Background: an optimization exercise with open tools, aiming at small area. Do not read the settings as production practice. The RTL was checked by simulation tests, not by an equivalence proof against the original design. Power is estimated from default activity; no workload was simulated. The flow treats the clock pin as an ideal source, which a real chip does not have.

===== flow/design.v =====
`timescale 1ns/1ps
module pixelCapture
(
    input  logic                           HCLK,
    input  logic [2*24-1:0] beat,
    input  logic [4-1:0]         rowShift,    
    input  logic [1:0]                     rdRow,
    input  logic [2:0]                     rdByteSel,   
    output logic [7:0]                     rdByte
);
    localparam int BW = 2 * 24;
    localparam int NB = (16 / 2);
    logic [BW-1:0] rows [0:4-1][0:NB-1];       
    always_ff @(posedge HCLK) begin
        for (int r = 0; r < 4; r++) begin
            if (rowShift[r]) begin
                rows[r][0] <= beat;
                for (int b = 1; b < NB; b++) begin
                    rows[r][b] <= rows[r][b-1];
                end
            end
        end
    end
    logic [BW-1:0] outBeat;
    assign outBeat = rows[rdRow][NB-1];
    assign rdByte  = outBeat[8*rdByteSel +: 8];
endmodule
`timescale 1ns/1ps
module bmpHeaderGen
(
    input  logic [5:0] headerIdx,
    output logic [7:0] headerByte
);
    localparam logic [31:0] IMAGE_SIZE  = 32'(((16 * 3) * 4));
    localparam logic [31:0] FILE_SIZE   = 32'((54 + ((16 * 3) * 4)));
    localparam logic [31:0] PIX_OFFSET  = 32'(54);
    localparam logic [31:0] DIB_SIZE    = 32'd40;
    localparam logic [31:0] IMG_W       = 32'(16);
    localparam logic [31:0] IMG_H       = 32'(4);
    localparam logic [15:0] PLANES      = 16'd1;
    localparam logic [15:0] BIT_DEPTH   = 16'd24;
    localparam logic [31:0] COMPRESSION = 32'd0;
    localparam logic [8*64-1:0] HEADER = {
        80'd0,                                           
        128'd0,                                          
        IMAGE_SIZE,                                      
        COMPRESSION,                                     
        BIT_DEPTH,                                       
        PLANES,                                          
        IMG_H,                                           
        IMG_W,                                           
        DIB_SIZE,                                        
        PIX_OFFSET,                                      
        32'd0,                                           
        FILE_SIZE,                                       
        8'h4D,                                           
        8'h42                                            
    };
    assign headerByte = HEADER[8*headerIdx +: 8];
endmodule
`timescale 1ns/1ps
`timescale 1ns/1ps
module imageWrite
(
    input  logic                           HCLK,
    input  logic                           HRESETn,
    input  logic                           hsync,
    input  logic [2*24-1:0] beat,         
    input  logic                           bmpAck,
    output logic [8:0]                     bmpOut,       
    output logic                           writeDone
);
    logic       busy;        
    logic       req;         
    logic       pix;         
    logic [5:0] hcnt;        
    logic [4:0] bcnt;        
    logic       takeBeat;
    logic       relDone;     
    logic       beatSent;    
    assign takeBeat = hsync && !busy && !writeDone;
    assign relDone  = busy && !req && !bmpAck;
    assign beatSent = relDone && pix && (hcnt[2:0] == 3'd5);
    always_ff @(posedge HCLK or negedge HRESETn) begin
        if (!HRESETn) begin
            busy      <= 1'b0;
            req       <= 1'b0;
            pix       <= 1'b0;
            hcnt      <= '0;
            bcnt      <= '0;
            writeDone <= 1'b0;
        end else begin
            writeDone <= takeBeat && (bcnt == 5'd31);
            if (takeBeat || beatSent) begin
                bcnt <= bcnt + 1'b1;
            end
            if (!busy) begin
                if (writeDone) begin
                    busy <= 1'b1;
                    req  <= 1'b1;
                    pix  <= 1'b0;
                    hcnt <= '0;
                end
            end else if (req) begin
                if (bmpAck) begin
                    req <= 1'b0;
                end
            end else if (!bmpAck) begin
                if (!pix) begin
                    req <= 1'b1;
                    if (hcnt == 6'd54 - 6'd1) begin
                        pix  <= 1'b1;
                        hcnt <= '0;
                    end else begin
                        hcnt <= hcnt + 1'b1;
                    end
                end else if (hcnt[2:0] == 3'd5) begin
                    hcnt <= '0;
                    if (bcnt == 5'd31) begin
                        busy <= 1'b0;
                        pix  <= 1'b0;
                    end else begin
                        req  <= 1'b1;
                    end
                end else begin
                    hcnt <= hcnt + 1'b1;
                    req  <= 1'b1;
                end
            end
        end
    end
    logic [1:0] capRow;
    logic [1:0] rdRow;
    logic [3:0] rowShift;
    assign capRow = bcnt[4:3];
    assign rdRow  = ~bcnt[4:3];
    always_comb begin
        for (int r = 0; r < 4; r++) begin
            rowShift[r] = (takeBeat && capRow == 2'(r)) || (beatSent && rdRow == 2'(r));
        end
    end
    logic [7:0] pixByte;
    logic [7:0] headerByte;
    pixelCapture uCapture (
        .HCLK      (HCLK),
        .beat      (beat),
        .rowShift  (rowShift),
        .rdRow     (rdRow),
        .rdByteSel (hcnt[2:0]),
        .rdByte    (pixByte)
    );
    bmpHeaderGen uHeader (
        .headerIdx  (hcnt),
        .headerByte (headerByte)
    );
    assign bmpOut[8]   = req;
    assign bmpOut[7:0] = pix ? pixByte : headerByte;
endmodule

===== flow/run.sh =====
#!/bin/bash
# synth_recipe.tcl (not shown) runs the flow's synth.tcl, then flattens the netlist and writes it again
# the make line also repeats each setting of config.mk as NAME=value (left out here)
make -C /OpenROAD-flow-scripts/flow DESIGN_CONFIG=/design/flow/config.mk WORK_HOME=/design/flow/orfs CLKGATE_MAP_FILE= SYNTH_SCRIPT=/design/flow/synth_recipe.tcl finish

===== flow/config.mk =====
export PLATFORM = sky130hd
export DESIGN_NAME = imageWrite
export DESIGN_NICKNAME = imageWrite
export VERILOG_FILES = /design/flow/design.v
export SDC_FILE = /design/flow/constraint.sdc
export NUM_CORES = 4
export LEC_CHECK = 0
export ABC_AREA = 1
export CAP_MARGIN = 20
export CELL_PAD_IN_SITES_DETAIL_PLACEMENT = 2
export CELL_PAD_IN_SITES_GLOBAL_PLACEMENT = 2
export CORE_MARGIN = 2
export CORE_UTILIZATION = 55
export PLACE_DENSITY = 0.65
export SLEW_MARGIN = 20

===== flow/constraint.sdc =====
create_clock -name core_clock -period 10.0 [get_ports {HCLK}]
set_input_delay 2.0000 -clock core_clock [delete_from_list [all_inputs] [get_ports {HCLK}]]
set_output_delay 2.0000 -clock core_clock [all_outputs]
set_load 0.01 [all_outputs]

==> out/results.txt, run 1 <==
register area share after synthesis - 94.7%
error msg - [ERROR DPL-0033] detailed placement checks failed during check placement.
Stopped at - detailed placement
synthesized cell area - 0.0491 mm²
gpl congestion - 0.751
chip height - 303 µm
Cell Rows - 109
Mapped Nets - 2,200
synth warn - 3
Die X - 303 µm
outcome - aborted with a tool error
flops & latches, synth - 1,551
post-DP HPWL - 70,800 µm
Post-synth EDFFs - 1,536
Synth Area per Inst - 22.9 µm²
Post-synth ARST share - 0.967%
synth unique cells - 29
Mapped Cells - 2,141
I/O Buffers - 61
ys flop type - edfxtp_1
io pins - 62
Initial Util - 55.6%
==> cell families after synthesis <==
| logic type | count (synthesis) | share of synthesized area [%] |
|---|---|---|
| flip-flops | 1551 | 94.7 |
| AND/OR/NAND/NOR | 423 | 3.57 |
| buffers and inverters | 106 | 0.892 |
| AO/OA/AOI/OAI | 48 | 0.545 |
| adder cells (fa/ha/maj) | 7 | 0.178 |
| XOR/XNOR | 5 | 0.0892 |
| multiplexers | 1 | 0.0229 |
==> Yosys cell counts (2+ instances only) <==
| cell type | instances | area, µm² |
|---|---|---|
| a21oi_1 | 28 | 140 |
| ha_1 | 7 | 87.6 |
| nor2_2 | 2 | 12.5 |
| nor2_1 | 76 | 285 |
| inv_1 | 72 | 270 |
| nand2_1 | 242 | 908 |
| o21ai_0 | 4 | 20.0 |
| inv_2 | 3 | 11.3 |
| xor2_1 | 4 | 35.0 |
| o22ai_1 | 9 | 56.3 |
| nand3_1 | 83 | 415 |
| dfrtp_1 | 15 | 375 |
| nand4_1 | 17 | 106 |
| clkbuf_1 | 14 | 52.6 |
| buf_2 | 8 | 40.0 |
| o31ai_1 | 2 | 15.0 |
| edfxtp_1 | 1536 | 46100 |
| buf_4 | 8 | 60.1 |
==> worst min-delay path by stage <==
stage                            to  slack [ns]  cells after the start
2_1_floorplan  uCapture.rows[10][0]        0.40                      0
3_3_place_gp   uCapture.rows[9][37]        0.40                      0
==> stage by stage <==
step,instances,area (µm²)
2_1_floorplan,2141,49100
3_3_place_gp,3359,51300
==> power groups by stage <==
stage	Combinational (mW)	Clock, mW	Sequential [mW]
after global placement	0.340	0	7.22
after floorplan	0.173	0	7.20
==> run 2, diff against run 1 <==
--- a/flow/design.v
+++ b/flow/design.v
@@ -2,28 +2,38 @@
 module pixelCapture
 (
     input  logic                           HCLK,
+    input  logic                           HRESETn,
     input  logic [2*24-1:0] beat,
     input  logic [4-1:0]         rowShift,    
+    input  logic [4-1:0]         rowHold,     
     input  logic [1:0]                     rdRow,
     input  logic [2:0]                     rdByteSel,   
     output logic [7:0]                     rdByte
 );
     localparam int BW = 2 * 24;
     localparam int NB = (16 / 2);
+    logic          phase;
     logic [BW-1:0] rows [0:4-1][0:NB-1];       
+    logic [BW-1:0] beatIn;
+    always_ff @(posedge HCLK or negedge HRESETn) begin
+        if (!HRESETn) begin
+            phase <= 1'b0;
+        end else begin
+            phase <= ~phase;
+        end
+    end
+    assign beatIn = beat ^ {BW{phase}};
     always_ff @(posedge HCLK) begin
         for (int r = 0; r < 4; r++) begin
-            if (rowShift[r]) begin
-                rows[r][0] <= beat;
-                for (int b = 1; b < NB; b++) begin
-                    rows[r][b] <= rows[r][b-1];
-                end
+            rows[r][0] <= ~(({BW{rowShift[r]}} | rows[r][0]) & ({BW{rowHold[r]}} | beatIn));
+            for (int b = 1; b < NB; b++) begin
+                rows[r][b] <= ~(({BW{rowShift[r]}} | rows[r][b]) & ({BW{rowHold[r]}} | rows[r][b-1]));
             end
         end
     end
     logic [BW-1:0] outBeat;
     assign outBeat = rows[rdRow][NB-1];
-    assign rdByte  = outBeat[8*rdByteSel +: 8];
+    assign rdByte  = outBeat[8*rdByteSel +: 8] ^ {8{phase}};
 endmodule
 `timescale 1ns/1ps
 module bmpHeaderGen
@@ -132,19 +142,22 @@
     logic [1:0] capRow;
     logic [1:0] rdRow;
     logic [3:0] rowShift;
+    logic [3:0] rowHold;
     assign capRow = bcnt[4:3];
     assign rdRow  = ~bcnt[4:3];
-    always_comb begin
-        for (int r = 0; r < 4; r++) begin
-            rowShift[r] = (takeBeat && capRow == 2'(r)) || (beatSent && rdRow == 2'(r));
-        end
+    for (genvar r = 0; r < 4; r++) begin : gRow
+        assign rowShift[r] = (takeBeat && capRow == 2'(r)) || (beatSent && rdRow == 2'(r));
+        assign rowHold[r]  = !(takeBeat && capRow == 2'(r))
+                          && !(pix && !req && !bmpAck && hcnt[2:0] == 3'd5 && rdRow == 2'(r));
     end
     logic [7:0] pixByte;
     logic [7:0] headerByte;
     pixelCapture uCapture (
         .HCLK      (HCLK),
+        .HRESETn   (HRESETn),
         .beat      (beat),
         .rowShift  (rowShift),
+        .rowHold   (rowHold),
         .rdRow     (rdRow),
         .rdByteSel (hcnt[2:0]),
         .rdByte    (pixByte)
==> flow/flow/run.sh (new file) <==
#!/bin/bash
# Own layout flow: the standard ORFS flow, run from a copy of the ORFS scripts with
#  - an area-oriented ABC mapping script (combinational logic only; registers come from
#    the same dfflibmap step as the standard synthesis),
#  - CTS without dummy loads,
#  - port buffers of the smallest buffer cell.
# Each tool's output goes to a log file in the work folder (and ORFS's own logs under orfs/logs).
set -euo pipefail
W=$PWD
rm -rf "$W/scripts_mod"
cp -r "$FLOW_HOME/scripts" "$W/scripts_mod"
printf 'strash\ndch\n&get -n\n&nf -R 1000\n&put\ntopo\n' > "$W/scripts_mod/abc_area.script"
sed -i 's/  -repair_clock_nets\]/  -repair_clock_nets -dont_use_dummy_load]/' "$W/scripts_mod/cts.tcl"
grep -q -- '-dont_use_dummy_load' "$W/scripts_mod/cts.tcl"
sed -i 's/buffer_ports {\*}\[env_var_or_empty BUFFER_PORTS_ARGS\]/buffer_ports -buffer_cell sky130_fd_sc_hd__buf_1/' "$W/scripts_mod/global_place.tcl"
grep -q -- '-buffer_cell sky130_fd_sc_hd__buf_1' "$W/scripts_mod/global_place.tcl"
bash standard.sh synth "SCRIPTS_DIR=$W/scripts_mod" > "$W/synth.log" 2>&1
bash standard.sh finish "SCRIPTS_DIR=$W/scripts_mod" > "$W/layout.log" 2>&1
test -f "$W/out/final.def"
==> flow/standard.sh (new file) <==
#!/bin/bash
# synth_recipe.tcl (not shown) runs the flow's synth.tcl, then flattens the netlist and writes it again
# the make line also repeats each setting of config.mk as NAME=value (left out here)
make -C /OpenROAD-flow-scripts/flow DESIGN_CONFIG=/design/flow/config.mk WORK_HOME=/design/flow/orfs CLKGATE_MAP_FILE= SYNTH_SCRIPT=/design/flow/synth_recipe.tcl "${@:-finish}"
--- a/flow/config.mk
+++ b/flow/config.mk
@@ -7,9 +7,12 @@
 export LEC_CHECK = 0
 export ABC_AREA = 1
 export CAP_MARGIN = 20
-export CELL_PAD_IN_SITES_DETAIL_PLACEMENT = 2
-export CELL_PAD_IN_SITES_GLOBAL_PLACEMENT = 2
+export CELL_PAD_IN_SITES_DETAIL_PLACEMENT = 1
+export CELL_PAD_IN_SITES_GLOBAL_PLACEMENT = 1
 export CORE_MARGIN = 2
 export CORE_UTILIZATION = 55
-export PLACE_DENSITY = 0.65
+export CTS_BUF_LIST = sky130_fd_sc_hd__clkbuf_16
+export CTS_CLUSTER_DIAMETER = 60
+export CTS_CLUSTER_SIZE = 25
+export PLACE_DENSITY = 0.7
 export SLEW_MARGIN = 20
removed: flow/run.sh
==> run 2 against run 1 <==
  * Synthesized cell count rose by 59%
  * The run now finishes clean
  * Synthesized area fell by 12%
==> out/results.txt, run 2 <==
simple-gate share of the synthesized area - 0.878% (was 3.57%)
core area - 0.0775 mm²
chip height - 284 µm (was 303 µm)
biggest regs - uCapture.rows x1536, hcnt x6, bcnt x5
Final Power - 9.97 mW
final setup skew - 0.0731 ns
Mapped Cells - 3,407 (was 2,141)
max reg flops - 1,536
WL met1 - 48,900 µm
final worst path period need - 6.06 ns
die footprint - 0.0805 mm²
setup_tns - 0 ns
wire per inst - 22.9 µm
Power Density - 211 mW/mm²
main combinational cell family by area after synthesis - compound AO/OA/AOI/OAI gates (was simple AND/OR/NAND/NOR gates)
Synth area leaders - dfxtp_1 71%, o22ai_1 22%, a222oi_1 1.1% (was edfxtp_1 94%, nand2_1 1.9%, nand3_1 0.85%)
Max FO, Critical Path - 26
slew margin rel. - 26.7%
drt first pass iters - 8
most frequent cells in the layout - 1,537 x o22ai_1, 1,536 x dfxtp_1, 83 x clkbuf_16
starting DRC count in detailed routing - 2,032
Pleak - 17.5 nW
xor and xnor fraction of the mapped netlist area - 1.10% (was 0.0892%)
CTS Sinks - 1,552
most common cell after layout, fill and taps aside - o22ai_1
synthesized cell area - 0.0430 mm² (was 0.0491 mm²)
Min-Delay Path Class - register to register
Yosys top cell by area - dfxtp_1 (was edfxtp_1)
Startpoint Class - register
Die X - 284 µm (was 303 µm)
metal3 WL - 3910 µm
I/O Buffers - 61 (unchanged)
Post-synth ARST share - 1.03% (was 0.967%)
Synth Area per Inst - 12.6 µm² (was 22.9 µm²)
post-DP HPWL - 62,600 µm (was 70,800 µm)
Resized cells post-CTS - 0
Max clock buf depth - 3
met2 wire len - 50,800 µm
post-synthesis compound-gate area fraction - 25.3% (was 0.545%)
final net count - 3,653
most common cell in the netlist - o22ai_1 (was edfxtp_1)
area growth from synthesis to layout - 9.70%
final setup fails - 0
RSZ-0062 raised after global routing - no
adder-cell share of the synthesized area - 0.204% (was 0.178%)
max-cap viol count - 0
Worst Setup Path Type - register to primary output
largest net degree at the start of global routing - 239
vias in the first global route - 30.6k
Reg clk slew, reported paths - 0.09 ns
initial antenna violation count - 2
worst-skew pair later-pin latency - 0.67 ns
multiplexer share of the synthesized area - 0.0524% (was 0.0229%)
gpl congestion - 0.801 (was 0.751)
Crit path arrival time - 4.06 ns
Post-Route WL - 106,000 µm
Clk Tree Root Cell - clkbuf_16
FMAX - 165 MHz
synth unique cells - 38 (was 29)
via count - 30.8k
Cell Rows - 102 (was 109)
Initial Util - 55.5% (was 55.6%)
Top reg by flops - uCapture.rows
Num CTS Buffers - 83
Worst-Margin Slew - 1.10 ns
io pins - 62 (unchanged)
# H-tree levels - 3
setup bufs post-CTS - 0
global-route wire length before repair - 171,000 µm
synth warn - 3 (unchanged)
Congestion Overflow GR - 0
commonest cells in the netlist - 1,537 x o22ai_1, 1,536 x dfxtp_1, 61 x a21oi_1 (was 1,536 x edfxtp_1, 242 x nand2_1, 83 x nand3_1)
Post-synth EDFFs - 0 (was 1,536)
register area share after synthesis - 72.4% (was 94.7%)
endpoint class of the critical path - primary output
Slew Viols, Final - 0
TritonCTS clock tree - built
outcome - no timing/DRC/antenna violations (was aborted with a tool error)
top cell type's share of synthesized area - 71.5% (was 93.9%)
ratio of cells with drive above 1 in the final layout - 3.87%
Mapped Nets - 3,466 (was 2,200)
uppermost layer routed - met4
Post-CTS Hold Buffers - 0
flops & latches, synth - 1,552 (was 1,551)
Tcrit/Tclk final - 60.6%
# DRC - 0
CP required - 8.00 ns
GRT Total Usage - 25.7%
Max rail drop VDD - 0.157 mV
via/cell ratio - 6.66
ys flop type - dfxtp_1 (was edfxtp_1)
FILL cells - 7,710
Final ANT Viol Nets - 0
final hold vios - 0
-- run 2: cell count changes after synthesis, sizes merged, moves of 16 or more --
cell / previous run / this run
dfxtp: 0 / 1536
edfxtp: 1536 / 0
o22ai: 9 / 1537
nand2: 242 / 28
inv: 75 / 0
nand3: 83 / 11
nor2: 79 / 14
a222oi: 0 / 48
xor2: 4 / 50
a21oi: 28 / 61
buf: 17 / 1
-- run 2: through the flow --
step / utilization [%] / hold slack [ns] / worst slack [ns] / cell area, µm² / std cells
after floorplan: - / 0.411 / -13.38 / 43000 / 3407
after global placement: 58.1 / 0.417 / 4.64 / 45000 / 4546
after detailed placement: 58.1 / 0.428 / 4.54 / 45000 / 4546
after CTS: 60.8 / 0.419 / 4.08 / 47100 / 4629
after global routing: 60.9 / 0.433 / 3.89 / 47200 / 4634
final: 60.9 / 0.416 / 3.94 / 47200 / 4634
-- run 2: power breakdown --
group | total, mW | switching (mW) | internal, mW
sequential | 6.21 | 0.0177 | 6.19
clock | 3.31 | 1.83 | 1.48
combinational | 0.450 | 0.309 | 0.141
-- run 2: critical path: stages, from the launching register on --
cell      delay [ns]
dfrtp_1         0.53
and2_2          0.39
buf_4           0.44
buf_4           0.32
a222oi_1        0.15
a221o_1         0.39
a21oi_1         0.50
nor2_1          0.11
o21ai_0         0.35
buf_1           0.21
-- run 2: cells by family after synthesis --
family / count (synthesis)
AO/OA/AOI/OAI: 1707
XOR/XNOR: 54
adder cells (fa/ha/maj): 7
buffers and inverters: 5
flip-flops: 1552
multiplexers: 2
AND/OR/NAND/NOR: 80
-- run 2: final cells by class --
class | instances | area (µm²) | area share, %
inverters | 4 | 15.0 | 0.0318
repair buffers | 103 | 687 | 1.46
clock buffers | 83 | 2080 | 4.40
well taps | 1040 | 1300 | 2.76
flip-flops and latches | 1552 | 31200 | 66.0
multi-input cells | 1850 | 12000 | 25.3
diodes | 2 | 5.00 | 0.0106
-- run 2: per-layer routing --
layer  global-route usage [%]  vias to the layer above
met5                        0                        -
met3                     3.23                      158
met1                     35.7                    15700
li1                         -                    14400
met2                     42.2                      549
met4                     7.43                        0
-- run 2: final timing paths --
kind | from | to | slack, ns | depth (start not counted)
worst max-delay path | bcnt[4] | bmpOut[5] | 3.94 | 9
worst min-delay path | uCapture.rows[4][2] | uCapture.rows[5][2] | 0.42 | 1
worst max register to register | hcnt[1] | uCapture.rows[7][0] | 5.14 | 9
worst min register to register | uCapture.rows[4][2] | uCapture.rows[5][2] | 0.42 | 1
max in group asynchronous | HRESETn | uCapture.phase | 7.84 | 1
min in group asynchronous | HRESETn | bcnt[0] | 1.47 | 1
==> run 3, diff against run 2 <==
==> flow/config.mk (replaced) <==
export PLATFORM = sky130hd
export DESIGN_NAME = imageWrite
export DESIGN_NICKNAME = imageWrite
export VERILOG_FILES = /design/flow/design.v
export SDC_FILE = /design/flow/constraint.sdc
export NUM_CORES = 4
export LEC_CHECK = 0
export ABC_AREA = 1
export CAP_MARGIN = 0
export CELL_PAD_IN_SITES_DETAIL_PLACEMENT = 1
export CELL_PAD_IN_SITES_GLOBAL_PLACEMENT = 1
export CORE_MARGIN = 2
export CORE_UTILIZATION = 55
export CTS_BUF_LIST = sky130_fd_sc_hd__clkbuf_16
export CTS_CLUSTER_DIAMETER = 80
export CTS_CLUSTER_SIZE = 30
export PLACE_DENSITY = 0.7
export SLEW_MARGIN = 0
==> run 3 against run 2 <==
  * Sequential share of layout area up 1.0 points
  * Non-clock buffer count is 3 lower
  * Global-route usage is 0.30 points lower
  * Synthesized area stayed put
  * Clock power is 16% lower
  * Worst setup slack improved by 0.033 ns
  * Combinational power barely moved
  * Critical path type unchanged
==> out/results.txt, run 3 <==
initial antenna violation count - 1 (was 2)
vias in the first global route - 30.6k (about the same)
Post-CTS Hold Buffers - 0 (unchanged)
biggest regs - uCapture.rows x1536, hcnt x6, bcnt x5 (unchanged)
worst-skew pair later-pin latency - 0.67 ns (about the same)
RSZ-0062 raised after global routing - no (unchanged)
Reg area - 0.0312 mm² (unchanged)
setup_tns - 0 ns (unchanged)
# H-tree levels - 2 (was 3)
final setup fails - 0 (unchanged)
final hold vios - 0 (unchanged)
area of the multi-input gates - 0.0120 mm² (unchanged)
Final ANT Viol Nets - 0 (unchanged)
via count - 30.7k (was 30.8k)
fraction of power spent switching nets - 21.9% (was 21.7%)
ys flop type - dfxtp_1 (unchanged)
largest net degree at the start of global routing - 239 (unchanged)
most frequent cells in the layout - 1,537 x o22ai_1, 1,536 x dfxtp_1, 61 x buf_1 (was 1,537 x o22ai_1, 1,536 x dfxtp_1, 83 x clkbuf_16)
Max rail drop VDD - 0.171 mV (was 0.157 mV)
worst setup slack after layout - 3.98 ns (was 3.94 ns)
CTS Sinks - 1,552 (unchanged)
Congestion Overflow GR - 0 (unchanged)
Num CTS Buffers - 58 (was 83)
Resized cells post-CTS - 0 (unchanged)
most used cell, CP - buf_4 (unchanged)
final net count - 3,625 (was 3,653)
most common cell after layout, fill and taps aside - o22ai_1 (unchanged)
Initial Util - 55.5% (unchanged)
Clk Tree Root Cell - clkbuf_16 (unchanged)
io pins - 62 (unchanged)
setup bufs post-CTS - 0 (unchanged)
Post-Route WL - 106,000 µm (about the same)
Pleak - 17.2 nW (was 17.5 nW)
Clock Power Share - 29.5% (was 33.2%)
gpl congestion - 0.801 (unchanged)
Gate power share - 4.7% (was 4.5%)
Tcrit/Tclk final - 60.2% (was 60.6%)
wire per inst - 23.0 µm (was 22.9 µm)
Yosys top cell by area - dfxtp_1 (unchanged)
CP required - 8.00 ns (about the same)
synthesized cell area - 0.0430 mm² (unchanged)
P_sw - 2.07 mW (was 2.16 mW)
# DRC - 0 (unchanged)
placed cells - 4,546 (unchanged)
Sequential Power Share - 65.7% (was 62.3%)
synth warn - 3 (unchanged)
Die X - 284 µm (unchanged)
max-cap viol count - 0 (unchanged)
core area - 0.0775 mm² (unchanged)
Post-synth ARST share - 1.03% (unchanged)
Min-Delay Path Class - register to register (unchanged)
ratio of cells with drive above 1 in the final layout - 3.11% (was 3.87%)
via/cell ratio - 6.66 (about the same)
FMAX - 166 MHz (was 165 MHz)
flops & latches, synth - 1,552 (unchanged)
top cell type's share of synthesized area - 71.5% (unchanged)
CP peak stage delay - 0.53 ns (about the same)
most common cell in the netlist - o22ai_1 (unchanged)
chip height - 284 µm (unchanged)
drt first pass iters - 8 (unchanged)
starting DRC count in detailed routing - 2,104 (was 2,032)
Worst-Margin Slew - 1.43 ns (was 1.10 ns)
final worst path period need - 6.02 ns (was 6.06 ns)
Max FO, Critical Path - 26 (unchanged)
Max clock buf depth - 3 (unchanged)
Internal - 7.38 mW (was 7.81 mW)
Mapped Cells - 3,407 (unchanged)
Power Density - 203 mW/mm² (was 211 mW/mm²)
Synth area leaders - dfxtp_1 71%, o22ai_1 22%, a222oi_1 1.1% (unchanged)
Reg clk slew, reported paths - 0.11 ns (was 0.09 ns)
post-DP HPWL - 62,700 µm (was 62,600 µm)
pre-CTS setup slack - 4.49 ns (was 4.54 ns)
TritonCTS clock tree - built (unchanged)
Synth Area per Inst - 12.6 µm² (unchanged)
slew margin rel. - 4.61% (was 26.7%)
I/O Buffers - 61 (unchanged)
max reg flops - 1,536 (unchanged)
fin util - 60.0% (was 60.9%)
CP max stage cell - dfrtp_1 (unchanged)
Mapped Nets - 3,466 (unchanged)
Top reg by flops - uCapture.rows (unchanged)
endpoint class of the critical path - primary output (unchanged)
commonest cells in the netlist - 1,537 x o22ai_1, 1,536 x dfxtp_1, 61 x a21oi_1 (unchanged)
sequence of cells on the critical path - and2_2 > buf_4 > buf_4 > a222oi_1 > a221o_1 > a21oi_1 > nor2_1 > o21ai_0 > buf_1 (unchanged)
Finished Layout Cells - 4,605 (was 4,634)
final setup skew - 0.0452 ns (was 0.0731 ns)
Worst Setup Path Type - register to primary output (unchanged)
Crit path arrival time - 4.02 ns (was 4.06 ns)
register area share after synthesis - 72.4% (unchanged)
Startpoint Class - register (unchanged)
die footprint - 0.0805 mm² (unchanged)
FILL cells - 7,788 (was 7,710)
outcome - no timing/DRC/antenna violations (unchanged)
Slew Viols, Final - 0 (unchanged)
area growth from synthesis to layout - 8.03% (was 9.70%)
Post-synth EDFFs - 0 (unchanged)
synth unique cells - 38 (unchanged)
Cell Rows - 102 (unchanged)
GRT Total Usage - 25.4% (was 25.7%)
global-route wire length before repair - 170,000 µm (was 171,000 µm)
-- run 3: cell counts after synthesis --
Identical to the previous run, type by type.
-- run 3: layout make-up --
type	count	share of cell area [%]
inverter	4	0.0323
sequential	1552	67.0
timing repair buffer	100	1.28
multi-input combinational	1850	25.7
antenna	1	0.00538
clock buffer	58	3.12
tap	1040	2.80
-- run 3: through the flow --
| stage | hold WS [ns] | power, mW | cell area [µm²] |
|---|---|---|---|
| floorplan | 0.411 | 6.60 | 43000 |
| global placement | 0.417 | 6.77 | 45000 |
| detailed placement | 0.428 | 6.78 | 45000 |
| CTS | 0.434 | 9.50 | 46500 |
| global route | 0.450 | 9.77 | 46500 |
| finish | 0.437 | 9.45 | 46500 |
-- run 3: logic make-up after synthesis --
family / Yosys count / synth area share (%)
multiplexers: 2 / 0.0524
XOR/XNOR: 54 / 1.10
buffers and inverters: 5 / 0.0524
AND/OR/NAND/NOR: 80 / 0.878
AO/OA/AOI/OAI: 1707 / 25.3
adder cells (fa/ha/maj): 7 / 0.204
flip-flops: 1552 / 72.4
-- run 3: worst paths after layout --
| kind | startpoint | slack, ns | cells past startpoint | endpoint |
|---|---|---|---|---|
| worst max-delay path | bcnt[4] | 3.98 | 9 | bmpOut[5] |
| worst min-delay path | uCapture.rows[18][44] | 0.44 | 1 | uCapture.rows[19][44] |
| worst max register to register | hcnt[1] | 4.81 | 9 | uCapture.rows[6][17] |
| worst min register to register | uCapture.rows[18][44] | 0.44 | 1 | uCapture.rows[19][44] |
| max in group asynchronous | HRESETn | 7.82 | 1 | uCapture.phase |
| min in group asynchronous | HRESETn | 1.48 | 1 | hcnt[5] |
-- run 3: power by group through the flow --
stage	sequential [mW]	combinational (mW)	clock, mW
6_report	6.21	0.448	2.79
5_1_grt	6.21	0.479	3.08
2_1_floorplan	6.37	0.222	0
3_5_place_dp	6.35	0.435	0
4_1_cts	6.21	0.438	2.86
3_3_place_gp	6.35	0.426	0
-- run 3: layer usage --
| layer | up-vias | share of wire, % | global-route usage [%] |
|---|---|---|---|
| met1 | 15700 | 46 | 35.3 |
| met5 | - | 0 | 0 |
| met3 | 117 | 3.7 | 2.98 |
| li1 | 14400 | - | - |
| met4 | 0 | 2.2 | 6.52 |
| met2 | 498 | 48 | 42.2 |
-- run 3: critical path: cells and delay by family, from the launching register on --
kind            cells  cell delay (ns)
compound gates      4             1.42
buf+inv             3             0.95
flops               1             0.53
simple gates        2             0.49
==> run 4, diff against run 3 <==
--- a/flow/design.v
+++ b/flow/design.v
@@ -96,7 +96,6 @@
             busy      <= 1'b0;
             req       <= 1'b0;
             pix       <= 1'b0;
-            hcnt      <= '0;
             bcnt      <= '0;
             writeDone <= 1'b0;
         end else begin
@@ -109,7 +108,6 @@
                     busy <= 1'b1;
                     req  <= 1'b1;
                     pix  <= 1'b0;
-                    hcnt <= '0;
                 end
             end else if (req) begin
                 if (bmpAck) begin
@@ -120,12 +118,8 @@
                     req <= 1'b1;
                     if (hcnt == 6'd54 - 6'd1) begin
                         pix  <= 1'b1;
-                        hcnt <= '0;
-                    end else begin
-                        hcnt <= hcnt + 1'b1;
                     end
                 end else if (hcnt[2:0] == 3'd5) begin
-                    hcnt <= '0;
                     if (bcnt == 5'd31) begin
                         busy <= 1'b0;
                         pix  <= 1'b0;
@@ -133,9 +127,19 @@
                         req  <= 1'b1;
                     end
                 end else begin
-                    hcnt <= hcnt + 1'b1;
                     req  <= 1'b1;
                 end
+            end
+        end
+    end
+    always_ff @(posedge HCLK) begin
+        if (!busy) begin
+            hcnt <= '0;
+        end else if (relDone) begin
+            if (pix ? (hcnt[2:0] == 3'd5) : (hcnt == 6'd54 - 6'd1)) begin
+                hcnt <= '0;
+            end else begin
+                hcnt <= hcnt + 1'b1;
             end
         end
     end
==> run 4 against run 3 <==
  * Still clean on timing, DRC and antenna
  * Critical path depth fell by 1
  * Sequential cell count did not move
  * Count of clock-buffer cells in the layout did not move
  * Wire length rose by 1.2%
  * Largest power group unchanged
  * Utilization barely moved
  * Global-route usage rose by 0.43 points
  * Clock skew fell by 0.011 ns
  * Final cell count fell by 0.26%
  * Critical path type unchanged
  * Die area fell by 0.17%
==> out/results.txt, run 4 <==
outcome - no timing/DRC/antenna violations (unchanged)
drt first pass iters - 6 (was 8)
setup bufs post-CTS - 0 (unchanged)
core area - 0.0773 mm² (was 0.0775 mm²)
gpl congestion - 0.807 (was 0.801)
Yosys top cell by area - dfxtp_1 (unchanged)
Crit path arrival time - 4.02 ns (about the same)
Power Density - 248 mW/mm² (was 203 mW/mm²)
most common cell in the netlist - dfxtp_1 (was o22ai_1)
Clk Tree Root Cell - clkbuf_16 (unchanged)
Post-CTS Hold Buffers - 0 (unchanged)
max reg flops - 1,536 (unchanged)
wire per inst - 23.3 µm (was 23.0 µm)
Finished Layout Cells - 4,593 (was 4,605)
area growth from synthesis to layout - 7.97% (was 8.03%)
top cell type's share of synthesized area - 71.9% (was 71.5%)
Pleak - 17.0 nW (was 17.2 nW)
CTS Sinks - 1,552 (unchanged)
chip height - 283 µm (was 284 µm)
commonest cells in the netlist - 1,542 x dfxtp_1, 1,537 x o22ai_1, 59 x a21oi_1 (was 1,537 x o22ai_1, 1,536 x dfxtp_1, 61 x a21oi_1)
Initial Util - 55.5% (about the same)
Synth Area per Inst - 12.6 µm² (about the same)
# H-tree levels - 2 (unchanged)
flops & latches, synth - 1,552 (unchanged)
register area share after synthesis - 72.5% (was 72.4%)
Worst-Margin Slew - 1.21 ns (was 1.43 ns)
final setup fails - 0 (unchanged)
vias in the first global route - 30.4k (was 30.6k)
Startpoint Class - register (unchanged)
post-DP HPWL - 64,100 µm (was 62,700 µm)
Top reg by flops - uCapture.rows (unchanged)
slew margin rel. - 19.5% (was 4.61%)
Max rail drop VDD - 0.162 mV (was 0.171 mV)
Final ANT Viol Nets - 0 (unchanged)
Max clock buf depth - 3 (unchanged)
io pins - 62 (unchanged)
starting DRC count in detailed routing - 2,050 (was 2,104)
biggest regs - uCapture.rows x1536, hcnt x6, bcnt x5 (unchanged)
dpl cell area - 0.0449 mm² (was 0.0450 mm²)
most common cell after layout, fill and taps aside - dfxtp_1 (was o22ai_1)
Cell Rows - 102 (unchanged)
Resized cells post-CTS - 0 (unchanged)
largest net degree at the start of global routing - 225 (was 239)
endpoint class of the critical path - primary output (unchanged)
Max FO, Critical Path - 28 (was 26)
GRT Total Usage - 25.8% (was 25.4%)
Die X - 283 µm (was 284 µm)
via/cell ratio - 6.63 (was 6.66)
Worst Setup Path Type - register to primary output (unchanged)
max-cap viol count - 0 (unchanged)
Min-Delay Path Class - register to register (unchanged)
RSZ-0062 raised after global routing - no (unchanged)
TritonCTS clock tree - built (unchanged)
placed cells - 4,534 (was 4,546)
setup_tns - 0 ns (unchanged)
Post-synth ARST share - 0.644% (was 1.03%)
synth unique cells - 39 (was 38)
global-route wire length before repair - 172,000 µm (was 170,000 µm)
Congestion Overflow GR - 0 (unchanged)
Reg clk slew, reported paths - 0.11 ns (about the same)
worst-skew pair later-pin latency - 0.67 ns (about the same)
Num CTS Buffers - 58 (unchanged)
synth warn - 3 (unchanged)
Reg area - 0.0311 mm² (was 0.0312 mm²)
# DRC - 0 (unchanged)
final hold vios - 0 (unchanged)
fin util - 60.0% (about the same)
Synth area leaders - dfxtp_1 72%, o22ai_1 22%, a222oi_1 1.1% (was dfxtp_1 71%, o22ai_1 22%, a222oi_1 1.1%)
Mapped Nets - 3,454 (was 3,466)
ratio of cells with drive above 1 in the final layout - 3.10% (was 3.11%)
area of the multi-input gates - 0.0119 mm² (was 0.0120 mm²)
Mapped Cells - 3,395 (was 3,407)
synthesized cell area - 0.0429 mm² (was 0.0430 mm²)
die footprint - 0.0803 mm² (was 0.0805 mm²)
FMAX - 166 MHz (about the same)
Post-Route WL - 107,000 µm (was 106,000 µm)
initial antenna violation count - 0 (was 1)
Slew Viols, Final - 0 (unchanged)
FILL cells - 7,641 (was 7,788)
I/O Buffers - 61 (unchanged)
ys flop type - dfxtp_1 (unchanged)
most frequent cells in the layout - 1,542 x dfxtp_1, 1,537 x o22ai_1, 61 x buf_1 (was 1,537 x o22ai_1, 1,536 x dfxtp_1, 61 x buf_1)
Tcrit/Tclk final - 60.2% (about the same)
via count - 30.4k (was 30.7k)
final worst path period need - 6.02 ns (about the same)
Post-synth EDFFs - 0 (unchanged)
final net count - 3,613 (was 3,625)
final setup skew - 0.0344 ns (was 0.0452 ns)
CP required - 8.00 ns (about the same)
final instance area - 0.0464 mm² (was 0.0465 mm²)
## run 4: cell types whose count changed after synthesis, moves of 3 or more
cell      change
nand2_1      -15
nand3_1       -7
dfrtp_1       -6
dfxtp_1       +6
o31a_1        -6
or3_1         +6
a221oi_1      +5
a221o_1       -4
clkinv_1      +4
a21o_1        -3
a31oi_1       +3
a32o_1        +3
nor2_1        +3
## run 4: cells by family after synthesis
family / count (synthesis) / share of synthesized area, %
AOI/OAI and AO/OA: 1703 / 25.3
buffers and inverters: 9 / 0.0874
and+or+nand+nor: 67 / 0.787
DFF: 1552 / 72.5
xor gates and xnor gates: 55 / 1.12
adders and majority gates: 7 / 0.204
muxes: 2 / 0.0524
## run 4: routing by layer
metal | global-route usage, % | up-vias | part of all wire, %
met5 | 0 | - | 0
met4 | 6.26 | 0 | 2.3
met3 | 3.00 | 135 | 3.8
met2 | 43.2 | 564 | 48
met1 | 35.9 | 15400 | 46
li1 | - | 14300 | -
## run 4: layout make-up
class                   count  share of cell area [%]
flip-flops and latches   1552                    67.1
multi-input cells        1834                    25.7
clock buffers              58                    3.13
well taps                1040                    2.81
repair buffers            100                    1.21
inverters                   8                  0.0648
diodes                      1                 0.00540
## run 4: metrics by stage
| stage | hold slack (ns) | setup slack (ns) | total power, mW |
|---|---|---|---|
| global route | 0.434 | 3.77 | 12.0 |
| floorplan | 0.411 | -13.38 | 8.34 |
| finish | 0.419 | 3.98 | 11.5 |
| CTS | 0.415 | 3.99 | 11.5 |
| global placement | 0.418 | 4.85 | 8.67 |
| detailed placement | 0.428 | 4.71 | 8.79 |
## run 4: final timing paths
path                                      start                   end  slack [ns]  depth (start not counted)
max                                     bcnt[4]             bmpOut[1]        3.98                          8
min                        uCapture.rows[0][11]  uCapture.rows[1][11]        0.42                          1
max reg2reg                             bcnt[4]   uCapture.rows[3][8]        5.61                          7
min reg2reg                uCapture.rows[0][11]  uCapture.rows[1][11]        0.42                          1
max in group asynchronous               HRESETn        uCapture.phase        8.21                          1
min in group asynchronous               HRESETn               bcnt[0]        1.33                          1
## run 4: where the power goes
group          leakage [nW]  switching, mW  internal, mW
sequential             14.0          0.558          7.01
clock                 0.715           1.75          1.04
combinational          2.23          0.637         0.478
total                  17.0           2.95          8.53
## run 4: worst max-delay path, cell delays in order (launching register included)
cell and delay (ns):
dfrtp_1 0.52, nor2b_4 0.73, buf_4 0.44, a222oi_1 0.18, a221oi_1 0.55, nor3_1 0.10, or3_1 0.33, a32o_1 0.34
buf_1 0.16
==> run 5, diff against run 4 <==
--- a/flow/design.v
+++ b/flow/design.v
@@ -4,16 +4,18 @@
     input  logic                           HCLK,
     input  logic                           HRESETn,
     input  logic [2*24-1:0] beat,
-    input  logic [4-1:0]         rowShift,    
-    input  logic [4-1:0]         rowHold,     
-    input  logic [1:0]                     rdRow,
+    input  logic [4-1:0]         capRowSel,   
+    input  logic [4-1:0]         capRowHold,  
+    input  logic                           readShift,   
+    input  logic                           readHold,    
     input  logic [2:0]                     rdByteSel,   
     output logic [7:0]                     rdByte
 );
     localparam int BW = 2 * 24;
     localparam int NB = (16 / 2);
+    localparam int NR = 4;
     logic          phase;
-    logic [BW-1:0] rows [0:4-1][0:NB-1];       
+    logic [BW-1:0] rows [0:NR-1][0:NB-1];                
     logic [BW-1:0] beatIn;
     always_ff @(posedge HCLK or negedge HRESETn) begin
         if (!HRESETn) begin
@@ -23,16 +25,25 @@
         end
     end
     assign beatIn = beat ^ {BW{phase}};
+    logic [NR-1:0] shift;
+    logic [NR-1:0] hold;
+    assign shift = capRowSel | {NR{readShift}};
+    assign hold  = capRowHold & {NR{readHold}};
     always_ff @(posedge HCLK) begin
-        for (int r = 0; r < 4; r++) begin
-            rows[r][0] <= ~(({BW{rowShift[r]}} | rows[r][0]) & ({BW{rowHold[r]}} | beatIn));
+        rows[0][0] <= ~(({BW{shift[0]}} | rows[0][0]) & ({BW{hold[0]}} | beatIn));
+        for (int r = 1; r < NR; r++) begin
+            rows[r][0] <= ~(({BW{hold[r]}} & rows[r][0])
+                          | ({BW{capRowSel[r]}} & beatIn)
+                          | ({BW{readShift}} & rows[r-1][NB-1]));
+        end
+        for (int r = 0; r < NR; r++) begin
             for (int b = 1; b < NB; b++) begin
-                rows[r][b] <= ~(({BW{rowShift[r]}} | rows[r][b]) & ({BW{rowHold[r]}} | rows[r][b-1]));
+                rows[r][b] <= ~(({BW{shift[r]}} | rows[r][b]) & ({BW{hold[r]}} | rows[r][b-1]));
             end
         end
     end
     logic [BW-1:0] outBeat;
-    assign outBeat = rows[rdRow][NB-1];
+    assign outBeat = rows[NR-1][NB-1];
     assign rdByte  = outBeat[8*rdByteSel +: 8] ^ {8{phase}};
 endmodule
 `timescale 1ns/1ps
@@ -143,26 +154,26 @@
             end
         end
     end
-    logic [1:0] capRow;
-    logic [1:0] rdRow;
-    logic [3:0] rowShift;
-    logic [3:0] rowHold;
-    assign capRow = bcnt[4:3];
-    assign rdRow  = ~bcnt[4:3];
+    logic [3:0] capRowSel;
+    logic [3:0] capRowHold;
+    logic       readShift;
+    logic       readHold;
     for (genvar r = 0; r < 4; r++) begin : gRow
-        assign rowShift[r] = (takeBeat && capRow == 2'(r)) || (beatSent && rdRow == 2'(r));
-        assign rowHold[r]  = !(takeBeat && capRow == 2'(r))
-                          && !(pix && !req && !bmpAck && hcnt[2:0] == 3'd5 && rdRow == 2'(r));
+        assign capRowSel[r]  = takeBeat && bcnt[4:3] == 2'(r);
+        assign capRowHold[r] = !(takeBeat && bcnt[4:3] == 2'(r));
     end
+    assign readShift = beatSent;
+    assign readHold  = !(pix && !req && !bmpAck && hcnt[2:0] == 3'd5);
     logic [7:0] pixByte;
     logic [7:0] headerByte;
     pixelCapture uCapture (
         .HCLK      (HCLK),
         .HRESETn   (HRESETn),
         .beat      (beat),
-        .rowShift  (rowShift),
-        .rowHold   (rowHold),
-        .rdRow     (rdRow),
+        .capRowSel (capRowSel),
+        .capRowHold(capRowHold),
+        .readShift (readShift),
+        .readHold  (readHold),
         .rdByteSel (hcnt[2:0]),
         .rdByte    (pixByte)
     );
==> run 5 against run 4 <==
  * Critical path type unchanged
  * Highest routed layer is now met5
  * Synthesized area decreased by 0.45%
  * Utilization decreased by 0.23 points
  * Clock power fell by 2%
  * Count of clock-buffer cells in the layout decreased by 1
==> out/results.txt, run 5 <==
metal3 WL - 2960 µm (was 4080 µm)
synth warn - 3 (unchanged)
pre-CTS setup slack - 4.28 ns (was 4.71 ns)
area growth from synthesis to layout - 7.86% (was 7.97%)
CP peak stage delay - 0.79 ns (was 0.73 ns)
chip height - 283 µm (about the same)
Clk Tree Root Cell - clkbuf_16 (unchanged)
Clock Power Share - 17.9% (was 24.4%)
outcome - no timing/DRC/antenna violations (unchanged)
max reg flops - 1,536 (unchanged)
max-cap viol count - 0 (unchanged)
CP required - 8.00 ns (about the same)
Synth Area per Inst - 13.0 µm² (was 12.6 µm²)
ANT cells - 0 (was 1)
CP max stage cell - dfxtp_1 (was nor2b_4)
worst-skew pair later-pin latency - 0.66 ns (was 0.67 ns)
Worst Setup Path Type - register to primary output (unchanged)
Gate power share - 14.3% (was 9.7%)
Post-synth ARST share - 0.644% (unchanged)
Min-Delay Path Class - register to register (unchanged)
FMAX - 193 MHz (was 166 MHz)
TritonCTS clock tree - built (unchanged)
Sequential Power Share - 67.8% (was 65.9%)
final setup skew - 0.0362 ns (was 0.0344 ns)
reg-to-reg setup timing slack - 5.48 ns (was 5.61 ns)
final setup fails - 0 (unchanged)
top cell type's share of synthesized area - 72.2% (was 71.9%)
worst setup slack after layout - 4.82 ns (was 3.98 ns)
most frequent cells in the layout - 1,542 x dfxtp_1, 1,393 x o22ai_1, 144 x a222oi_1 (was 1,542 x dfxtp_1, 1,537 x o22ai_1, 61 x buf_1)
RSZ-0062 raised after global routing - no (unchanged)
# DRC - 0 (unchanged)
final worst path period need - 5.18 ns (was 6.02 ns)
flops & latches, synth - 1,552 (unchanged)
WL met1 - 44,400 µm (was 49,600 µm)
setup bufs post-CTS - 0 (unchanged)
synthesized cell area - 0.0427 mm² (was 0.0429 mm²)
Max rail drop VDD - 0.230 mV (was 0.162 mV)
die footprint - 0.0800 mm² (was 0.0803 mm²)
most common cell after layout, fill and taps aside - dfxtp_1 (unchanged)
sequence of cells on the critical path - ha_1 > nor2b_1 > a21boi_0 > o32ai_1 > buf_1 (was nor2b_4 > buf_4 > a222oi_1 > a221oi_1 > nor3_1 > or3_1 > a32o_1 > buf_1)
biggest regs - uCapture.rows x1536, hcnt x6, bcnt x5 (unchanged)
Resized cells post-CTS - 0 (unchanged)
vias in the first global route - 28.8k (was 30.4k)
wire per inst - 21.0 µm (was 23.3 µm)
Crit path arrival time - 3.18 ns (was 4.02 ns)
drt first pass iters - 9 (was 6)
commonest cells in the netlist - 1,542 x dfxtp_1, 1,393 x o22ai_1, 144 x a222oi_1 (was 1,542 x dfxtp_1, 1,537 x o22ai_1, 59 x a21oi_1)
Crit path max-delay family - compound AO/OA/AOI/OAI gates (was simple AND/OR/NAND/NOR gates)
# H-tree levels - 2 (unchanged)
P_sw - 4.37 mW (was 2.95 mW)
slew margin rel. - 8.21% (was 19.5%)
global-route wire length before repair - 151,000 µm (was 172,000 µm)
register area share after synthesis - 72.8% (was 72.5%)
final net count - 3,502 (was 3,613)
Slew Viols, Final - 0 (unchanged)
largest net degree at the start of global routing - 243 (was 225)
CP Buf/Inv Count - 1 (was 2)
Post-synth EDFFs - 0 (unchanged)
fraction of power spent switching nets - 28.5% (was 25.7%)
final hold vios - 0 (unchanged)
initial antenna violation count - 2 (was 0)
Initial Util - 55.4% (was 55.5%)
Post-CTS Hold Buffers - 0 (unchanged)
core area - 0.0772 mm² (was 0.0773 mm²)
Top reg by flops - uCapture.rows (unchanged)
Final ANT Viol Nets - 0 (unchanged)
Congestion Overflow GR - 0 (unchanged)
Mapped Nets - 3,353 (was 3,454)
fin util - 59.7% (was 60.0%)
Power Density - 333 mW/mm² (was 248 mW/mm²)
CTS Sinks - 1,552 (unchanged)
Max clock buf depth - 3 (unchanged)
most common cell in the netlist - dfxtp_1 (unchanged)
Cell Rows - 102 (unchanged)
Pleak - 16.9 nW (was 17.0 nW)
uppermost layer routed - met5 (was met4)
ys flop type - dfxtp_1 (unchanged)
Yosys top cell by area - dfxtp_1 (unchanged)
ratio of cells with drive above 1 in the final layout - 3.17% (was 3.10%)
gpl congestion - 0.754 (was 0.807)
Tcrit/Tclk final - 51.8% (was 60.2%)
Num CTS Buffers - 57 (was 58)
post-DP HPWL - 53,700 µm (was 64,100 µm)
Mapped Cells - 3,294 (was 3,395)
io pins - 62 (unchanged)
Die X - 283 µm (about the same)
via/cell ratio - 6.42 (was 6.63)
starting DRC count in detailed routing - 2,100 (was 2,050)
Reg clk slew, reported paths - 0.11 ns (about the same)
via count - 28.8k (was 30.4k)
met2 wire len - 45,200 µm (was 51,000 µm)
Post-Route WL - 93,900 µm (was 107,000 µm)
Startpoint Class - register (unchanged)
Synth area leaders - dfxtp_1 72%, o22ai_1 20%, a222oi_1 3.4% (was dfxtp_1 72%, o22ai_1 22%, a222oi_1 1.1%)
Worst-Margin Slew - 1.38 ns (was 1.21 ns)
synth unique cells - 35 (was 39)
I/O Buffers - 61 (unchanged)
GRT Total Usage - 22.8% (was 25.8%)
Max FO, Critical Path - 13 (was 28)
Internal - 11.0 mW (was 8.53 mW)
endpoint class of the critical path - primary output (unchanged)
[run 5: cell count changes in the layout (fill, tap and decap cells not counted), sizes merged, moves of 5 or more]
cell,before,now
mux4,0,8
nand2,13,20
a221oi,20,3
a21oi,59,7
nor2,17,33
o31ai,1,9
a31oi,5,0
buf,100,91
o22ai,1537,1393
a222oi,48,144
a221o,5,0
[run 5: power by group through the flow]
stage / logic (mW) / registers, mW / clock network [mW]
after global placement: 1.97 / 10.3 / 0
after detailed placement: 2.21 / 10.5 / 0
after floorplan: 1.73 / 10.0 / 0
after global routing: 2.51 / 10.7 / 3.06
after CTS: 2.22 / 10.4 / 2.83
final: 2.19 / 10.4 / 2.74
[run 5: final timing paths]
kind	from	end	depth (start not counted)
min	uCapture.rows[13][22]	uCapture.rows[13][22]	1
min reg2reg	uCapture.rows[13][22]	uCapture.rows[13][22]	1
max in group asynchronous	HRESETn	uCapture.phase	1
max	hcnt[1]	bmpOut[0]	5
max reg2reg	hcnt[1]	uCapture.rows[17][1]	9
min in group asynchronous	HRESETn	uCapture.phase	1
[run 5: cells by family (layout without fill, tap and decap cells)]
kind of cell             after synthesis  count (layout)  share of synthesized area, %
adder cells (fa/ha/maj)                7               7                         0.205
flip-flops                          1552            1552                          72.8
AO/OA/AOI/OAI                       1579            1579                          24.4
buffers and inverters                  6             153                        0.0615
multiplexers                          10              10                         0.474
XOR/XNOR                              56              56                          1.15
AND/OR/NAND/NOR                       84              84                         0.910
[run 5: metal layers]
layer  vias to the layer above  track usage [%]
met5                         -                0
met4                         4             4.38
met3                        83             2.71
met2                       355             38.8
met1                     14400             31.5
li1                      13900                -
[run 5: through the flow]
stage / hold WS [ns] / cells / power (mW) / instance area [µm²] / setup TNS (ns)
finish: 0.441 / 4481 / 15.3 / 46100 / 0
global route: 0.453 / 4481 / 16.3 / 46100 / 0
CTS: 0.443 / 4481 / 15.4 / 46100 / 0
detailed placement: 0.427 / 4424 / 12.7 / 44700 / 0
global placement: 0.417 / 4424 / 12.3 / 44700 / 0
floorplan: 0.406 / 3294 / 11.8 / 42800 / -52.52
[run 5: area by class of cell]
| class | count | area [µm²] |
|---|---|---|
| repair buffers | 91 | 554 |
| well taps | 1040 | 1300 |
| fillers | 7571 | 31100 |
| inverters | 5 | 18.8 |
| multi-input cells | 1736 | 11700 |
| flip-flops and latches | 1552 | 31100 |
| clock buffers | 57 | 1430 |
[run 5: worst register-to-register path, delay by kind of cell (launching register included)]
family	cells	cell delay (ns)
buf+inv	4	2.08
compound gates	1	0.35
flops	1	0.55
simple gates	3	1.13
fa+ha+maj	1	0.22
==> run 6, diff against run 5 <==
--- a/flow/design.v
+++ b/flow/design.v
@@ -8,15 +8,16 @@
     input  logic [4-1:0]         capRowHold,  
     input  logic                           readShift,   
     input  logic                           readHold,    
-    input  logic [2:0]                     rdByteSel,   
+    input  logic                           byteShift,   
+    input  logic                           byteHold,    
     output logic [7:0]                     rdByte
 );
     localparam int BW = 2 * 24;
     localparam int NB = (16 / 2);
     localparam int NR = 4;
     logic          phase;
-    logic [BW-1:0] rows [0:NR-1][0:NB-1];                
-    logic [BW-1:0] beatIn;
+    logic [NR*NB*BW-1:0] st;                             
+    logic [BW-1:0]       beatIn;
     always_ff @(posedge HCLK or negedge HRESETn) begin
         if (!HRESETn) begin
             phase <= 1'b0;
@@ -29,22 +30,33 @@
     logic [NR-1:0] hold;
     assign shift = capRowSel | {NR{readShift}};
     assign hold  = capRowHold & {NR{readHold}};
-    always_ff @(posedge HCLK) begin
-        rows[0][0] <= ~(({BW{shift[0]}} | rows[0][0]) & ({BW{hold[0]}} | beatIn));
-        for (int r = 1; r < NR; r++) begin
-            rows[r][0] <= ~(({BW{hold[r]}} & rows[r][0])
-                          | ({BW{capRowSel[r]}} & beatIn)
-                          | ({BW{readShift}} & rows[r-1][NB-1]));
-        end
-        for (int r = 0; r < NR; r++) begin
-            for (int b = 1; b < NB; b++) begin
-                rows[r][b] <= ~(({BW{shift[r]}} | rows[r][b]) & ({BW{hold[r]}} | rows[r][b-1]));
-            end
-        end
-    end
-    logic [BW-1:0] outBeat;
-    assign outBeat = rows[NR-1][NB-1];
-    assign rdByte  = outBeat[8*rdByteSel +: 8] ^ {8{phase}};
+    for (genvar r = 0; r < NR; r++) begin : gRow
+        for (genvar b = 0; b < NB; b++) begin : gBeat
+            localparam int AT = BW * (NB * r + b);
+            logic [BW-1:0] q;
+            logic [BW-1:0] d;
+            if (r == NR-1 && b == NB-1) begin : gEnd
+                localparam int LB = BW - 8;
+                assign d[LB-1:0] = ~(({LB{hold[r] & byteHold}} & q[LB-1:0])
+                                   | ({LB{byteShift}} & q[BW-1:8])
+                                   | ({LB{shift[r]}} & st[AT-BW +: LB]));
+                assign d[BW-1:LB] = ~(({8{shift[r]}} | q[BW-1:LB]) & ({8{hold[r]}} | st[AT-8 +: 8]));
+            end else if (b > 0) begin : gBody
+                assign d = ~(({BW{shift[r]}} | q) & ({BW{hold[r]}} | st[AT-BW +: BW]));
+            end else if (r == 0) begin : gHead0
+                assign d = ~(({BW{shift[r]}} | q) & ({BW{hold[r]}} | beatIn));
+            end else begin : gHead
+                assign d = ~(({BW{hold[r]}} & q)
+                           | ({BW{capRowSel[r]}} & beatIn)
+                           | ({BW{readShift}} & st[AT-BW +: BW]));
+            end
+            always_ff @(posedge HCLK) begin
+                q <= d;
+            end
+            assign st[AT +: BW] = q;
+        end
+    end
+    assign rdByte = st[BW*(NB*NR-1) +: 8] ^ {8{phase}};
 endmodule
 `timescale 1ns/1ps
 module bmpHeaderGen
@@ -163,6 +175,10 @@
         assign capRowHold[r] = !(takeBeat && bcnt[4:3] == 2'(r));
     end
     assign readShift = beatSent;
+    logic byteShift;
+    logic byteHold;
+    assign byteShift = relDone && pix && (hcnt[2:0] != 3'd5);
+    assign byteHold  = !(pix && !req && !bmpAck && hcnt[2:0] != 3'd5);
     assign readHold  = !(pix && !req && !bmpAck && hcnt[2:0] == 3'd5);
     logic [7:0] pixByte;
     logic [7:0] headerByte;
@@ -174,7 +190,8 @@
         .capRowHold(capRowHold),
         .readShift (readShift),
         .readHold  (readHold),
-        .rdByteSel (hcnt[2:0]),
+        .byteShift (byteShift),
+        .byteHold  (byteHold),
         .rdByte    (pixByte)
     );
     bmpHeaderGen uHeader (
==> run 6 against run 5 <==
  * Still clean on timing, DRC and antenna
  * Combinational power shrank 16%
  * Worst hold slack lost 0.0084 ns
  * Non-clock buffer count down 3
  * Wire length decreased by 3.2%
  * Sequential cell count unchanged
  * Utilization down 0.073 points
  * Sequential power about the same
  * Global-route usage decreased by 0.88 points
  * Via count up 0.45%
  * First-iteration DRC count increased by 10%
  * Critical path type is now primary input to register
  * Largest cell class unchanged
  * Largest power group unchanged
  * Highest routed layer is now met4
==> out/results.txt, run 6 <==
outcome - no timing/DRC/antenna violations (unchanged)
initial antenna violation count - 0 (was 2)
Final ANT Viol Nets - 0 (unchanged)
FILL cells - 7,653 (was 7,571)
top cell type's share of synthesized area - 72.5% (was 72.2%)
endpoint class of the critical path - register (was primary output)
Crit path arrival time - 5.71 ns (was 3.18 ns)
I/O Buffers - 61 (unchanged)
Worst Setup Path Type - primary input to register (was register to primary output)
Synth Area per Inst - 13.0 µm² (about the same)
global-route wire length before repair - 147,000 µm (was 151,000 µm)
Cell Rows - 102 (unchanged)
Pleak - 16.9 nW (about the same)
io pins - 62 (unchanged)
Die X - 282 µm (was 283 µm)
Post-Route WL - 90,900 µm (was 93,900 µm)
die footprint - 0.0797 mm² (was 0.0800 mm²)
final worst path period need - 5.24 ns (was 5.18 ns)
max reg flops - 1,536 (unchanged)
Congestion Overflow GR - 0 (unchanged)
synthesized cell area - 0.0426 mm² (was 0.0427 mm²)
Worst-Margin Slew - 1.33 ns (was 1.38 ns)
Mapped Cells - 3,266 (was 3,294)
Yosys top cell by area - dfxtp_1 (unchanged)
CTS Sinks - 1,552 (unchanged)
final setup skew - 0.0313 ns (was 0.0362 ns)
biggest regs - uCapture.gRow.gBeat.q x1536, hcnt x6, bcnt x5 (was uCapture.rows x1536, hcnt x6, bcnt x5)
slew margin rel. - 11.5% (was 8.21%)
TritonCTS clock tree - built (unchanged)
flops & latches, synth - 1,552 (unchanged)
Final Power - 15.3 mW (about the same)
Max clock buf depth - 3 (unchanged)
largest net degree at the start of global routing - 209 (was 243)
ratio of cells with drive above 1 in the final layout - 2.93% (was 3.17%)
Clk Tree Root Cell - clkbuf_16 (unchanged)
Max rail drop VDD - 0.190 mV (was 0.230 mV)
final setup fails - 0 (unchanged)
RSZ-0062 raised after global routing - no (unchanged)
most frequent cells in the layout - 1,542 x dfxtp_1, 1,354 x o22ai_1, 184 x a222oi_1 (was 1,542 x dfxtp_1, 1,393 x o22ai_1, 144 x a222oi_1)
synth warn - 2 (was 3)
wire per inst - 20.4 µm (was 21.0 µm)
vias in the first global route - 28.6k (was 28.8k)
chip height - 282 µm (was 283 µm)
gpl congestion - 0.745 (was 0.754)
Max FO, Critical Path - 91 (was 13)
Tcrit/Tclk final - 52.4% (was 51.8%)
Reg clk slew, reported paths - 0.11 ns (about the same)
most common cell after layout, fill and taps aside - dfxtp_1 (unchanged)
final net count - 3,472 (was 3,502)
drt first pass iters - 9 (unchanged)
Post-synth EDFFs - 0 (unchanged)
Mapped Nets - 3,325 (was 3,353)
Post-synth ARST share - 0.644% (unchanged)
final hold vios - 0 (unchanged)
FMAX - 191 MHz (was 193 MHz)
core area - 0.0771 mm² (was 0.0772 mm²)
# DRC - 0 (unchanged)
register area share after synthesis - 73.1% (was 72.8%)
starting DRC count in detailed routing - 2,318 (was 2,100)
Slew Viols, Final - 0 (unchanged)
post-DP HPWL - 51,500 µm (was 53,700 µm)
setup bufs post-CTS - 0 (unchanged)
area growth from synthesis to layout - 7.97% (was 7.86%)
Post-CTS Hold Buffers - 0 (unchanged)
CP required - 10.47 ns (was 8.00 ns)
ANT cells - 0 (unchanged)
Num CTS Buffers - 58 (was 57)
GRT Total Usage - 21.9% (was 22.8%)
Initial Util - 55.2% (was 55.4%)
Power Density - 333 mW/mm² (about the same)
commonest cells in the netlist - 1,542 x dfxtp_1, 1,354 x o22ai_1, 184 x a222oi_1 (was 1,542 x dfxtp_1, 1,393 x o22ai_1, 144 x a222oi_1)
max-cap viol count - 0 (unchanged)
Reg area - 0.0311 mm² (unchanged)
# H-tree levels - 2 (unchanged)
most common cell in the netlist - dfxtp_1 (unchanged)
setup_tns - 0 ns (unchanged)
via/cell ratio - 6.49 (was 6.42)
Startpoint Class - primary input (was register)
Top reg by flops - uCapture.gRow.gBeat.q (was uCapture.rows)
area of the multi-input gates - 0.0115 mm² (was 0.0117 mm²)
via count - 28.9k (was 28.8k)
Synth area leaders - dfxtp_1 72%, o22ai_1 20%, a222oi_1 4.3% (was dfxtp_1 72%, o22ai_1 20%, a222oi_1 3.4%)
synth unique cells - 34 (was 35)
worst-skew pair later-pin latency - 0.65 ns (was 0.66 ns)
Resized cells post-CTS - 0 (unchanged)
ys flop type - dfxtp_1 (unchanged)
Min-Delay Path Class - register to register (unchanged)
==> run 6: cell count changes after synthesis, moves of 3 or more <==
cell / change
mux4_2: -8
and3_1: +3
nand2_1: +5
o22ai_1: -39
a222oi_1: +40
a21oi_1: +4
a221oi_1: -3
clkinv_1: +3
a21boi_0: -3
nor2_1: -17
nand3_1: -3
o31ai_1: -9
a31oi_1: +3
==> run 6: path summary, 6_finish.rpt <==
path | slack (ns) | startpoint | depth (start not counted) | to
max | 4.76 | hsync | 8 | uCapture.gRow[1].gBeat[3].q[21]
min | 0.43 | uCapture.gRow[1].gBeat[5].q[17] | 1 | uCapture.gRow[1].gBeat[6].q[17]
max reg2reg | 5.38 | hcnt[0] | 7 | uCapture.gRow[1].gBeat[3].q[21]
min reg2reg | 0.43 | uCapture.gRow[1].gBeat[5].q[17] | 1 | uCapture.gRow[1].gBeat[6].q[17]
max in group asynchronous | 8.25 | HRESETn | 1 | uCapture.phase
min in group asynchronous | 1.32 | HRESETn | 1 | writeDone
==> run 6: routing by layer <==
layer,GRT usage [%],up-vias,share of wire (%)
met5,0,-,0
met1,29.7,14500,47
li1,-,13900,-
met3,2.54,106,3.2
met4,4.67,0,1.5
met2,37.8,352,49
==> run 6: kinds of logic after synthesis <==
group / count (synthesis) / share of synthesized area (%)
DFF: 1552 / 73.1
and+or+nand+nor: 68 / 0.761
buffers and inverters: 9 / 0.0882
xor gates and xnor gates: 56 / 1.15
AOI/OAI and AO/OA: 1574 / 24.7
adders and majority gates: 7 / 0.206
==> run 6: critical path, cell delays in order <==
cell and delay [ns]:
buf_1 0.12, and2_0 0.19, nand2_1 0.11, nor2_4 0.83
buf_4 0.57, or2_4 0.70, buf_4 0.81, o22ai_1 0.24
==> run 6: report_power, final <==
group / total [mW] / switching [mW] / internal [mW]
logic: 1.84 / 0.847 / 0.994
clock network: 2.76 / 1.71 / 1.04
registers: 10.7 / 1.65 / 9.07
total: 15.3 / 4.21 / 11.1
==> run 6: metrics by stage <==
stage	cells	worst slack, ns	area (µm²)	hold slack (ns)	util [%]
2_1_floorplan	3266	-0.379	42600	0.411	-
3_3_place_gp	4393	4.25	44500	0.418	57.8
3_5_place_dp	4393	4.09	44500	0.427	57.8
4_1_cts	4451	4.81	46000	0.427	59.6
5_1_grt	4451	4.56	46000	0.441	59.6
6_report	4451	4.76	46000	0.433	59.6
==> run 6: layout make-up <==
type,instances,share of cell area (%)
tap,1040,2.83
clock buffer,58,3.16
inverter,8,0.0653
sequential,1552,67.7
timing repair buffer,88,1.21
multi-input combinational,1705,25.0

==> port drivers added, routing unchanged <==
The flow's constraints put no driver on any port. The routed layouts listed below were extracted and timed again, unchanged, in two steps.
Step 1 sets driving cells, clkbuf_16 on the clock port and buf_2 on the other inputs (assumed; they add their load-dependent delay and slew).
Step 2 also shifts input and output timing later by t, the mid clock arrival at the registers, as if the neighbouring blocks saw the same clock.
Slacks: ideal ports / drivers / drivers and shift; pairs: ideal ports / drivers.
run | t (ns) | slack for setup (ns) | clock arrival spread, ns | worst data-port slew with drivers (ns)
run 2 | 0.705 | 3.945 / 3.874 / 4.495 | 0.074 / 0.073 | 0.08
run 3 | 0.720 | 3.978 / 3.905 / 4.407 | 0.049 / 0.049 | 0.08
run 4 | 0.726 | 3.980 / 3.912 / 4.638 | 0.035 / 0.035 | 0.09
run 5 | 0.716 | 4.822 / 4.752 / 4.197 | 0.038 / 0.038 | 0.11
run 6 | 0.709 | 4.756 / 4.792 / 4.083 | 0.042 / 0.043 | 0.05
After both steps every run listed still meets setup and hold. For run 6, which loses most, drivers alone change the setup slack by +0.036 ns; drivers and shift together by -0.673 ns.
